This design comes from an exercise in tuning for small area, a short achievable clock period and few clock cycles per item on the open sky130 flow, not from production work.
Only simulation tests tie the RTL to the original design; equivalence was not proved.
Power figures rest on the tool's default switching activity, not on a simulated workload.

==> inputs of exp/sierra <==
// top_payload_generator
module top_payload_generator (
    input  logic                          clk,
    input  logic                          resetn,
    input  logic [15:0]                   session_id_i,
    input  logic [31:0]                   msg_seq_num_i,
    input  logic [4-1:0]            pe_valid_i,
    input  logic [4*(32 + 32 + 16 + 64)-1:0]   pe_order_i,
    output logic [4-1:0]            pe_ready_o,
    input  logic                          tready_i,
    output logic                          tvalid_o,
    output logic                          tlast_o,
    output logic [64-1:0]            tdata_o
);
    logic                 tvalid_q;
    logic                 tlast_q;
    logic [3:0]           bsel_q;
    logic [2:0][4-1:0] esel_q;
    stream_pkg::pe_idx_t  cur_q;       
    stream_pkg::pe_idx_t  nxt_q;       
    logic                 have_q;
    logic [4-1:0]   rdy_q;
    stream_pkg::beat_t    tdata_q, tdata_d;
    order_pkg::order_no_t order_no;
    logic                 ld;
    logic                 start;
    logic                 next0;       
    logic [4-1:0]   busy;
    logic [4-1:0]   cand;
    stream_pkg::pe_idx_t  pick;
    logic                 found;
    assign ld    = !tvalid_q || tready_i;
  ...
export LEC_CHECK = 0
export CAP_MARGIN = 20
export CORE_AREA = 2.5 2.5 247.5 247.5
export DIE_AREA = 0 0 250 250
export SETUP_SLACK_MARGIN = 3.2
export SLEW_MARGIN = 20
create_clock -name core_clock -period 5.0 [get_ports {clk}]
standard.sh (not shown) runs the stock make flow with config.mk's settings and CLKGATE_MAP_FILE= SYNTH_SCRIPT=/design/flow/synth_recipe.tcl, a recipe that flattens the netlist after the stock synthesis.
==> flow/flow/run.sh <==
#!/bin/bash
# The standard flow, with two changes: the port buffers are the smallest
# buffer cell, and the pins are placed in regions (flow/io.tcl, made by
# gen/io_gen.py) that keep each tdata_o bit next to the input bits feeding it.
export BUFFER_PORTS_ARGS="-buffer_cell sky130_fd_sc_hd__buf_1"
export IO_CONSTRAINTS="$PWD/flow/io.tcl"
bash standard.sh > standard.log 2>&1
Other scripts of this flow, unchanged in this note and not shown: flow/flow/io.tcl
==> inputs of exp/yarrow, as changes to exp/sierra <==
--- a/flow/config.mk
+++ b/flow/config.mk
@@ -9,4 +9,4 @@
 export CORE_AREA = 2.5 2.5 247.5 247.5
 export DIE_AREA = 0 0 250 250
-export SETUP_SLACK_MARGIN = 3.2
+export SETUP_SLACK_MARGIN = 2.9
 export SLEW_MARGIN = 20
==> summary.txt <==
| metric | exp/sierra | exp/yarrow |
|---|---|---|
| Outcome | no timing/DRC/antenna violations | no timing/DRC/antenna violations |
| Comb. pwr | 1140 uW | 997 uW |
| Net switching share of the total power | 32.5% | 33.8% |
| Overall power consumption | 3980 uW | 3720 uW |
| Synthesis-to-finish area growth | 63.1% | 53.3% |
| Peak fanout along the critical path | 1 | 18 |
| Power Dens Cells | 344 nW/um^2 | 343 nW/um^2 |
| Share of cells above drive strength 1 | 14.9% | 5.78% |
| Reg2Reg Capture Point | tdata_q[45] | u_order_no.bcd_q[15] |
| Arrival time of data at the critical path endpoint | 0.97 ns | 2.45 ns |
| Overall Global Routing Usage | 10.3% | 10.2% |
| Clk_skew | 0.0118 ns | 0.0100 ns |
| Measured slew at the worst slew-check pin | 0.700 ns | 0.917 ns |
| Routed length per placed instance | 17.1 um | 16.2 um |
| Power in sequential cells | 1480 uW | 1470 uW |
| Worst path buffer plus inverter count | 1 | 2 |
| Share of total power in combinational logic | 28.8% | 26.8% |
| Minimum clock period | 1.97 ns | 2.06 ns |
Testbench counts of exp/sierra, summed over its fixed seeds: cycles 38,424, items 9,600.
Testbench counts of exp/yarrow, summed over its fixed seeds: cycles 38,424, items 9,600.

==> v5 <==
==> flow/design.v <==
`timescale 1ns/1ns
package order_pkg;
    typedef enum logic [7:0] {
        NEW     = 8'h30,
        CANCEL  = 8'h34,
        REPLACE = 8'h35
    } exec_type_e;
    typedef enum logic [7:0] {
        BUY  = 8'h31,
        SELL = 8'h32
    } side_e;
    typedef enum logic [7:0] {
        MARKET = 8'h31,
        LIMIT  = 8'h32
    } ord_type_e;
    typedef enum logic [7:0] {
        DAY = 8'h30,
        IOC = 8'h33,
        FOK = 8'h34
    } tif_e;
    typedef logic [31:0]       price_t;
    typedef logic [15:0]       qty_t;
    typedef logic [64-1:0] symbol_t;
    typedef struct packed {
        exec_type_e exec_type;
        side_e      side;
        ord_type_e  ord_type;
        tif_e       tif;
        price_t     price;
        qty_t       qty;
        symbol_t    symbol;
    } order_t;
    typedef logic [5-1:0][7:0] order_no_t;
endpackage
`timescale 1ns/1ns
package stream_pkg;
    typedef logic [64-1:0] beat_t;
    typedef logic [$clog2(4)-1:0] pe_idx_t;
    typedef enum logic [2:0] {
        IDLE,
        HDR,
        BODY,
        SYM,
        TAIL
    } builder_state_e;
    typedef logic [15:0] session_id_t;
    typedef logic [31:0] seq_num_t;
endpackage
`timescale 1ns/1ns
module order_no_counter (
    input  logic                 clk,
    input  logic                 resetn,
    input  logic                 advance_i,
    output order_pkg::order_no_t order_no_o
);
    logic [4*5-1:0] bcd_q;
    logic [5-1:0]   carry;
    always_comb begin
        logic c;
        c = advance_i;
        carry[0] = c;
        for (int d = 1; d < 5; d++) begin
            c = c && (bcd_q[4*(d-1) +: 4] == 4'd9);
            carry[d] = c;
        end
    end
    always_ff @(posedge clk) begin
        if (!resetn) begin
            bcd_q <= '0;
        end else begin
            for (int d = 0; d < 5; d++) begin
                if (carry[d]) begin
                    bcd_q[4*d +: 4] <= (bcd_q[4*d +: 4] == 4'd9) ? 4'd0 : bcd_q[4*d +: 4] + 4'd1;
                end
            end
        end
    end
    logic [8*5-1:0] ascii;
    always_comb begin
        for (int d = 0; d < 5; d++) begin
            ascii[8*d +: 8] = {4'h3, bcd_q[4*d +: 4]};
        end
    end
    assign order_no_o = ascii;
endmodule
`timescale 1ns/1ns
module top_payload_generator (
    input  logic                          clk,
    input  logic                          resetn,
    input  logic [15:0]                   session_id_i,
    input  logic [31:0]                   msg_seq_num_i,
    input  logic [4-1:0]            pe_valid_i,
    input  logic [4*(32 + 32 + 16 + 64)-1:0]   pe_order_i,
    output logic [4-1:0]            pe_ready_o,
    input  logic                          tready_i,
    output logic                          tvalid_o,
    output logic                          tlast_o,
    output logic [64-1:0]            tdata_o
);
    logic                 tvalid_q;
    logic [1:0]           beat_q;      
    stream_pkg::pe_idx_t  eng_q;       
    logic                 have_q;      
    logic [4-1:0]   rdy_q;
    stream_pkg::beat_t    tdata_q;
    order_pkg::order_no_t order_no;
    order_pkg::order_t    ord;
    logic                 ld;
    logic                 adv;         
    logic                 mid;         
    logic [1:0]           nbeat;
    logic                 start;
    logic [4-1:0]   cand;
    stream_pkg::pe_idx_t  pick;
    logic                 found;
    assign ld    = !tvalid_q || tready_i;
    assign mid   = tvalid_q && (beat_q == 2'd0 || beat_q == 2'd1);
    assign start = (!tvalid_q || beat_q == 2'd3) && have_q;
    assign nbeat = (tvalid_q && beat_q != 2'd3) ? beat_q + 2'd1 : 2'd0;
    assign adv   = ld && tvalid_q && beat_q == 2'd2;
    assign ord   = pe_order_i[eng_q*(32 + 32 + 16 + 64) +: (32 + 32 + 16 + 64)];
    assign cand = pe_valid_i & ~rdy_q;
    always_comb begin
        found = 1'b0;
        pick  = eng_q;
        for (int k = 1; k <= 4; k++) begin
            if (!found && cand[stream_pkg::pe_idx_t'(eng_q + k)]) begin
                found = 1'b1;
                pick  = stream_pkg::pe_idx_t'(eng_q + k);
            end
        end
    end
    always_ff @(posedge clk) begin
        if (!resetn) begin
            tvalid_q <= 1'b0;
            beat_q   <= 2'd0;
            eng_q    <= '0;
            have_q   <= 1'b0;
            rdy_q    <= '0;
        end else begin
            rdy_q <= '0;
            if (ld) begin
                if (mid || (tvalid_q && beat_q == 2'd2)) begin
                    beat_q <= nbeat;
                end else if (start) begin
                    tvalid_q <= 1'b1;
                    beat_q   <= 2'd0;
                    have_q   <= 1'b0;
                end else begin
                    tvalid_q <= 1'b0;
                end
                if (tvalid_q && beat_q == 2'd1) begin
                    rdy_q[eng_q] <= 1'b1;
                end
            end
            if (!have_q && !mid) begin
                have_q <= found;
                eng_q  <= pick;
            end
        end
    end
    always_ff @(posedge clk) begin
        if (ld) begin
            case (nbeat)
                2'd0:    tdata_q <= {session_id_i, ord.exec_type, ord.side, msg_seq_num_i};
                2'd1:    tdata_q <= {ord.price, ord.qty, ord.ord_type, ord.tif};
                2'd2:    tdata_q <= ord.symbol;
                default: tdata_q <= {order_no, 24'd0};
            endcase
        end
    end
    order_no_counter u_order_no (
        .clk        (clk),
        .resetn     (resetn),
        .advance_i  (adv),
        .order_no_o (order_no)
    );
    assign tvalid_o   = tvalid_q;
    assign tlast_o    = tvalid_q && beat_q == 2'd3;
    assign tdata_o    = tdata_q;
    assign pe_ready_o = rdy_q;
endmodule
==> flow/run.sh <==
#!/bin/bash
# synth_recipe.tcl (not shown) runs the flow's synth.tcl, then flattens the netlist and writes it again
# the make line also repeats each setting of config.mk as NAME=value (left out here)
make -C /OpenROAD-flow-scripts/flow DESIGN_CONFIG=/design/flow/config.mk WORK_HOME=/design/flow/orfs CLKGATE_MAP_FILE= SYNTH_SCRIPT=/design/flow/synth_recipe.tcl finish
==> flow/config.mk <==
export PLATFORM = sky130hd
export DESIGN_NAME = top_payload_generator
export DESIGN_NICKNAME = top_payload_generator
export VERILOG_FILES = /design/flow/design.v
export SDC_FILE = /design/flow/constraint.sdc
export NUM_CORES = 4
export LEC_CHECK = 0
export CAP_MARGIN = 20
export CORE_MARGIN = 2
export CORE_UTILIZATION = 40
export SLEW_MARGIN = 20
==> flow/constraint.sdc <==
create_clock -name core_clock -period 5.0 [get_ports {clk}]
set_input_delay 1.0000 -clock core_clock [delete_from_list [all_inputs] [get_ports {clk}]]
set_output_delay 1.0000 -clock core_clock [all_outputs]
set_load 0.01 [all_outputs]
==> inputs of v22, as changes to v5 <==
--- a/flow/design.v
+++ b/flow/design.v
@@ -119,5 +119,13 @@
     assign nbeat = (tvalid_q && beat_q != 2'd3) ? beat_q + 2'd1 : 2'd0;
     assign adv   = ld && tvalid_q && beat_q == 2'd2;
-    assign ord   = pe_order_i[eng_q*(32 + 32 + 16 + 64) +: (32 + 32 + 16 + 64)];
+    order_pkg::order_t    lane;
+    assign lane = pe_order_i[eng_q*(32 + 32 + 16 + 64) +: (32 + 32 + 16 + 64)];
+    always_comb begin
+        ord           = lane;
+        ord.exec_type = order_pkg::exec_type_e'({4'h3, 1'b0, lane.exec_type[2], 1'b0, lane.exec_type[0]});
+        ord.side      = order_pkg::side_e'({4'h3, 2'b00, ~lane.side[0], lane.side[0]});
+        ord.ord_type  = order_pkg::ord_type_e'({4'h3, 2'b00, ~lane.ord_type[0], lane.ord_type[0]});
+        ord.tif       = order_pkg::tif_e'({4'h3, 1'b0, lane.tif[2], lane.tif[0], lane.tif[0]});
+    end
     assign cand = pe_valid_i & ~rdy_q;
     always_comb begin
Settings changed: CORE_AREA set to 2.5 2.5 242.5 242.5, CORE_MARGIN 2 to not set, CORE_UTILIZATION 40 to not set, DIE_AREA set to 0 0 245 245, SETUP_SLACK_MARGIN set to 3.0.
==> inputs of v12, as changes to v5 <==
==> flow/design.v, changed modules only <==
module top_payload_generator (
    input  logic                          clk,
    input  logic                          resetn,
    input  logic [15:0]                   session_id_i,
    input  logic [31:0]                   msg_seq_num_i,
    input  logic [4-1:0]            pe_valid_i,
    input  logic [4*(32 + 32 + 16 + 64)-1:0]   pe_order_i,
    output logic [4-1:0]            pe_ready_o,
    input  logic                          tready_i,
    output logic                          tvalid_o,
    output logic                          tlast_o,
    output logic [64-1:0]            tdata_o
);
    logic                 tvalid_q;
    logic [1:0]           beat_q;      
    stream_pkg::pe_idx_t  cur_q;       
    stream_pkg::pe_idx_t  nxt_q;       
    logic                 have_q;
    logic [4-1:0]   rdy_q;
    order_pkg::order_no_t order_no;
    order_pkg::order_t    ord;
    logic                 take;
    logic                 start;
    logic [4-1:0]   busy;
    logic [4-1:0]   cand;
    stream_pkg::pe_idx_t  pick;
    logic                 found;
    assign take  = tvalid_q && tready_i;
    assign start = have_q && (!tvalid_q || (beat_q == 2'd3 && tready_i));
    assign ord   = pe_order_i[cur_q*(32 + 32 + 16 + 64) +: (32 + 32 + 16 + 64)];
    always_comb begin
        busy = rdy_q;
        if (tvalid_q && beat_q != 2'd3) busy[cur_q] = 1'b1;
    end
    assign cand = pe_valid_i & ~busy;
    always_comb begin
        found = 1'b0;
        pick  = cur_q;
        for (int k = 1; k <= 4; k++) begin
            if (!found && cand[stream_pkg::pe_idx_t'(cur_q + k)]) begin
                found = 1'b1;
                pick  = stream_pkg::pe_idx_t'(cur_q + k);
            end
        end
    end
    always_ff @(posedge clk) begin
        if (!resetn) begin
            tvalid_q <= 1'b0;
            beat_q   <= 2'd0;
            cur_q    <= '0;
            nxt_q    <= '0;
            have_q   <= 1'b0;
            rdy_q    <= '0;
        end else begin
            rdy_q <= '0;
            if (take && beat_q == 2'd2) rdy_q[cur_q] <= 1'b1;
            if (start) begin
                tvalid_q <= 1'b1;
                beat_q   <= 2'd0;
                cur_q    <= nxt_q;
                have_q   <= 1'b0;
            end else begin
                if (take) begin
                    beat_q <= beat_q + 2'd1;
                    if (beat_q == 2'd3) tvalid_q <= 1'b0;
                end
                if (!have_q) begin
                    have_q <= found;
                    nxt_q  <= pick;
                end
            end
        end
    end
    always_comb begin
        case (beat_q)
            2'd0:    tdata_o = {session_id_i, ord.exec_type, ord.side, msg_seq_num_i};
            2'd1:    tdata_o = {ord.price, ord.qty, ord.ord_type, ord.tif};
            2'd2:    tdata_o = ord.symbol;
            default: tdata_o = {order_no, 24'd0};
        endcase
    end
    order_no_counter u_order_no (
        .clk        (clk),
        .resetn     (resetn),
        .advance_i  (take && beat_q == 2'd3),
        .order_no_o (order_no)
    );
    assign tvalid_o   = tvalid_q;
    assign tlast_o    = tvalid_q && beat_q == 2'd3;
    assign pe_ready_o = rdy_q;
endmodule
==> summary.txt <==
v5 ended with an error in I/O pin placement on PPL-0024. v22 completed without violations. v12 stopped in I/O pin placement, error PPL-0024.
In v5 the synthesized cell count is lower than in v22, by 7.0%.
Area after synthesis: v12 is smaller than v22 (about 24%).
==> figures <==
item                                                                                    v5                       v12                        v22
Netlist Area Pre-Place                                                            8340 um2                  6250 um2                   8220 um2
Simple-gate portion of the synthesized area                                          10.5%                     11.7%                      12.6%
Leading register cell type out of synthesis                      sky130_fd_sc_hd__edfxtp_1  sky130_fd_sc_hd__dfxtp_1  sky130_fd_sc_hd__edfxtp_1
Number of enable flip-flop cells after synthesis                                        64                         0                         64
Run status                                                          stopped before the end    stopped before the end             finished clean
Failing step                                                             I/O pin placement         I/O pin placement                          -
Number of rows in the core area                                                         52                        45                         88
Mapped Cells                                                                           677                       577                        728
Net Count, Synth                                                                      1316                      1216                       1367
Adder and majority cell fraction of the synthesized area                             1.32%                     1.60%                      1.36%
Cell variety after synth                                                                51                        44                         52
Share of synthesized area occupied by flip-flops and latches                         30.3%                     10.2%                      30.7%
Die width                                                                           148 um                    129 um                     245 um
Effective utilization at floorplan                                                   40.9%                     41.0%                      14.3%
Share of the synthesized area in the top cell type                                   39.2%                     52.6%                      31.8%
Share of cell area taken by muxes after synthesis                                    39.8%                     53.2%                      35.5%
Mean post-synth cell area                                                         12.3 um2                  10.8 um2                   11.3 um2
Fraction of synthesized cell area in xor and xnor cells                             0.735%                     1.26%                      1.07%
Die height                                                                          148 um                    129 um                     245 um
Ys async rst share                                                                      0%                        0%                         0%
Synthesized-area fraction occupied by ao, oa, aoi and oai cells                      12.4%                     16.5%                      13.4%
Register bit total from synthesis                                                       94                        32                         94
Testbench counts of v5, summed over its fixed seeds: cycles 38,416, items 9,600.
Testbench counts of v22, summed over its fixed seeds: cycles 38,416, items 9,600.
Testbench counts of v12, summed over its fixed seeds: cycles 38,416, items 9,600.

[static timing again, ports no longer ideal]
No port has a modelled driver above. Below, the same layouts with a new extraction and two added sets of constraints. Step 1: set_driving_cell puts a clkbuf_16 on clk and a buf_2 on each other input, an assumption about the parent block. Step 2 adds t to the input delays and takes it off the output delays; t is the mean of the earliest and latest rising clock arrival at the registers after step 1. Input paths then give back, and output paths get back, about the clock's delay inside the block. a / b / c = ideal / step 1 / step 2; a / b = the first two.
| run | t (ns) | slack for setup (ns) | hold slack, ns | cell pins on the clock port's net |
|---|---|---|---|---|
| exp/sierra | 0.511 | 3.027 / 2.969 / 2.718 | 0.459 / 0.459 / 0.459 | 1 |
| exp/yarrow | 0.509 | 2.939 / 2.914 / 2.461 | 0.450 / 0.450 / 0.450 | 1 |
| v22 | 0.449 | 2.813 / 2.758 / 2.460 | 0.517 / 0.517 / 0.517 | 1 |
After both steps every run listed still meets setup and hold. For exp/yarrow, which loses most, drivers alone change the setup slack by -0.025 ns; drivers and shift together by -0.478 ns.
